From an optimization exercise on the open Yosys and OpenROAD flow, aimed at small area, a short achievable clock period and few clock cycles per item; shortcuts taken in it are not production practice.
The RTL was checked by simulation tests, not by an equivalence proof against the original design.
Power figures rest on the tool's default switching activity, not on a simulated workload.

==> flow/design.v (excerpt) <==
module safe_stop_release_supervisor_top #(
    parameter int POS_BITS    = 20,
    parameter int STREAK_BITS = 16
) (
    input  logic                                clk,
    input  logic                                rst_n,
    input  logic [1:0]                          s_tuser,
    input  logic [ssrs_pkg::IN_DATA_W-1:0]      s_tdata,
    input  logic                                s_tvalid,
    output logic                                s_tready,
    output logic [ssrs_pkg::OUT_DATA_W-1:0]     m_tdata,
    output logic                                m_tvalid,
    input  logic                                m_tready,
    input  logic                                cfg_valid,
    output logic                                cfg_ready,
    input  logic [ssrs_pkg::CFG_IDX_W-1:0]      cfg_index,
    input  logic [ssrs_pkg::POS_W-1:0]          cfg_data
);
For scale: ~3800 cells after synthesis, roughly 890 flip-flops, ~210 I/O pins.
export LEC_CHECK = 0
export ABC_CLOCK_PERIOD_IN_PS = 2000
export CAP_MARGIN = 20
export CORE_MARGIN = 2
export CORE_UTILIZATION = 40
export SETUP_SLACK_MARGIN = 3.5
export SLEW_MARGIN = 20
create_clock -name core_clock -period 8.0 [get_ports {clk}]
run.sh (not shown) runs the stock make flow with config.mk's settings and CLKGATE_MAP_FILE= SYNTH_SCRIPT=/design/flow/synth_recipe.tcl, a recipe that flattens the netlist after the stock synthesis.
Testbench counts at the start, summed over its fixed seeds: cycles 24,176, items 23,331.
Then changed:
--- a/flow/config.mk
+++ b/flow/config.mk
@@ -11,3 +11,3 @@
 export CORE_UTILIZATION = 40
-export SETUP_SLACK_MARGIN = 3.5
+export SETUP_SLACK_MARGIN = 5
 export SLEW_MARGIN = 20
Synthesized area stays the same. Non-clock buffer count grows by 371. Design area goes up by 13%. Sequential share of layout area fell by 5.3 points. Count of clock-buffer cells in the layout is higher by 4. Die area does not change. Cell count came out higher by 6.7%. Combinational power came out higher by about 35%. Global-route usage climbs by 2.3 points. Worst setup slack gains 0.33 ns.

safe_stop_release_supervisor_top again, from the RTL that the note above started with.
Settings: LEC_CHECK=0, ABC_CLOCK_PERIOD_IN_PS=2000, CAP_MARGIN=20, CORE_MARGIN=2, CORE_UTILIZATION=40, SETUP_SLACK_MARGIN=4.2, SLEW_MARGIN=20; clock period 8.0 ns.
The starting point completed without violations.
Testbench counts at the start, summed over its fixed seeds: cycles 24,176, items 23,331.
==> next run, changes <==
- CORE_UTILIZATION: 40 -> 60
- SETUP_SLACK_MARGIN: 4.2 -> 5
Effect: Clock-buffer cell count is lower by 25; register-to-register slack degrades by 0.11 ns; flip-flop and latch count stays the same; cell area is higher by 6.7%; clock power is lower by 5.9%; die area is lower by 33%.
==> next run, changes <==
- CORE_UTILIZATION: 60 -> 32
- SETUP_SLACK_MARGIN: 5 -> 3.9
Area after synthesis stays the same.
Utilization is lower by 41 points.
Worst setup slack gains 0.064 ns.
Clock-buffer cell count rose by 6.
Cell area fell by 8.9%.
Non-clock buffer count drops by 326.
First-iteration DRC count shrinks by 28%.
Critical path depth decreases by 1.
==> next run, changes <==
- CORE_UTILIZATION: 32 -> 35
- SETUP_SLACK_MARGIN: 3.9 -> 3.8
Cell area drops by 0.51%; clock-buffer cell count went down by 1; fmax came out lower by 0.53%; register-to-register slack loses 0.02 ns; worst setup slack loses 0.022 ns; non-clock buffer count fell by 15; routed wire length hardly moves; final cell count shrinks by 2.6%.

safe_stop_release_supervisor_top, a different RTL version from the one above (not shown whole).
Size: ~3800 cells after synthesis, roughly 210 I/O pins, about 44000 um^2 of cells after synthesis.
make LEC_CHECK=0 ABC_CLOCK_PERIOD_IN_PS=2000 CAP_MARGIN=20 CORE_MARGIN=2 CORE_UTILIZATION=40 SETUP_SLACK_MARGIN=5 SLEW_MARGIN=20 finish   # period 8.0 ns
The baseline completed with no timing, DRC or antenna violations.
Testbench counts at the start, summed over its fixed seeds: cycles 24,176, items 23,331.
==> next run, changes <==
Settings changed: ABC_CLOCK_PERIOD_IN_PS 2000 to 3500.
What happened:
- sequential power stays flat
- wire length does not change
- global-route usage stays the same
- hold slack is unchanged
- critical path depth does not change
- sequential share of layout area is unchanged
- cell area stays the same
- synthesized area stays the same
- power is unchanged
- via count does not change

## JK
RTL: one of the versions met above, not the one the previous note started from.
Size in the first run: roughly 3,800 cells after synthesis, roughly 890 flip-flops, roughly 210 I/O pins, about 44,000 sq um of cells after synthesis.
==> flow/config.mk <==
export PLATFORM = sky130hd
export DESIGN_NAME = safe_stop_release_supervisor_top
export DESIGN_NICKNAME = safe_stop_release_supervisor_top
export VERILOG_FILES = /design/flow/design.v
export SDC_FILE = /design/flow/constraint.sdc
export NUM_CORES = 4
export LEC_CHECK = 0
export ABC_CLOCK_PERIOD_IN_PS = 2000
export CAP_MARGIN = 20
export CORE_MARGIN = 2
export CORE_UTILIZATION = 40
export SETUP_SLACK_MARGIN = 4.0
export SLEW_MARGIN = 20
==> flow/constraint.sdc <==
create_clock -name core_clock -period 8.0 [get_ports {clk}]
set_input_delay 1.6000 -clock core_clock [delete_from_list [all_inputs] [get_ports {clk}]]
set_output_delay 1.6000 -clock core_clock [all_outputs]
set_load 0.01 [all_outputs]
Testbench counts of JK, summed over its fixed seeds: cycles 24,176, items 23,331.
### JK -> MS
- swapping 4.0 for 3.9 in SETUP_SLACK_MARGIN
### Flow results
Looking only at register-to-register slack, and setting everything else aside, the lower value of MS and JK goes to JK.
Summary of MS over JK: final critical path time including I/O delays and setup shows a reduction of 0.060 ns, global-route usage neither gained nor lost much, final standard cell utilization of the core went down 0.50 points, global-route wire length before repair rose by 0.53%.
MS vs JK: power down slightly
Row total wire length after detailed routing: MS lower / JK higher
Looking only at share of the clock period used by the worst path, and setting everything else aside, the lower value of MS and JK goes to MS.
Met3 wire length (higher): JK
MS does better than JK on cell area.
On clock network power share, MS tracks JK almost exactly.

## static timing again, ports no longer ideal
How much do the figures lean on ideal ports? The routed layouts below were timed once more, with nothing changed but the port constraints.
Step 1, drivers: a clkbuf_16 drives clk and a buf_2 each remaining input, both assumed.
Step 2 adds t to the input delays and takes it off the output delays; t is the mean of the earliest and latest rising clock arrival at the registers after step 1. Input paths then give back, and output paths get back, about the clock's delay inside the block.
Slacks: ideal ports / drivers / drivers and shift; pairs: ideal ports / drivers.
| run | shift t [ns] | setup WS [ns] | clock arrival spread, ns |
|---|---|---|---|
| the first run of note 1 | 0.748 | 3.697 / 3.697 / 3.697 | 0.076 / 0.076 |
| the second run of note 1 | 0.746 | 4.024 / 4.024 / 4.024 | 0.026 / 0.025 |
| the first run of note 2 | 0.750 | 3.966 / 3.966 / 3.773 | 0.038 / 0.037 |
| the second run of note 2 | 0.728 | 3.851 / 3.851 / 3.851 | 0.045 / 0.045 |
| the third run of note 2 | 0.761 | 3.915 / 3.915 / 3.700 | 0.083 / 0.084 |
| the fourth run of note 2 | 0.734 | 3.894 / 3.894 / 3.778 | 0.026 / 0.027 |
| the first run of note 3 | 0.744 | 3.995 / 3.995 / 3.995 | 0.032 / 0.031 |
| the second run of note 3 | 0.744 | 3.995 / 3.995 / 3.995 | 0.032 / 0.031 |
| JK | 0.756 | 3.863 / 3.863 / 3.830 | 0.038 / 0.038 |
| MS | 0.741 | 3.923 / 3.923 / 3.829 | 0.036 / 0.036 |
After both steps every run listed still meets setup and hold. The setup slack of the third run of note 2, which loses most, moves by 0.000 ns with the drivers and by -0.215 ns with both steps.
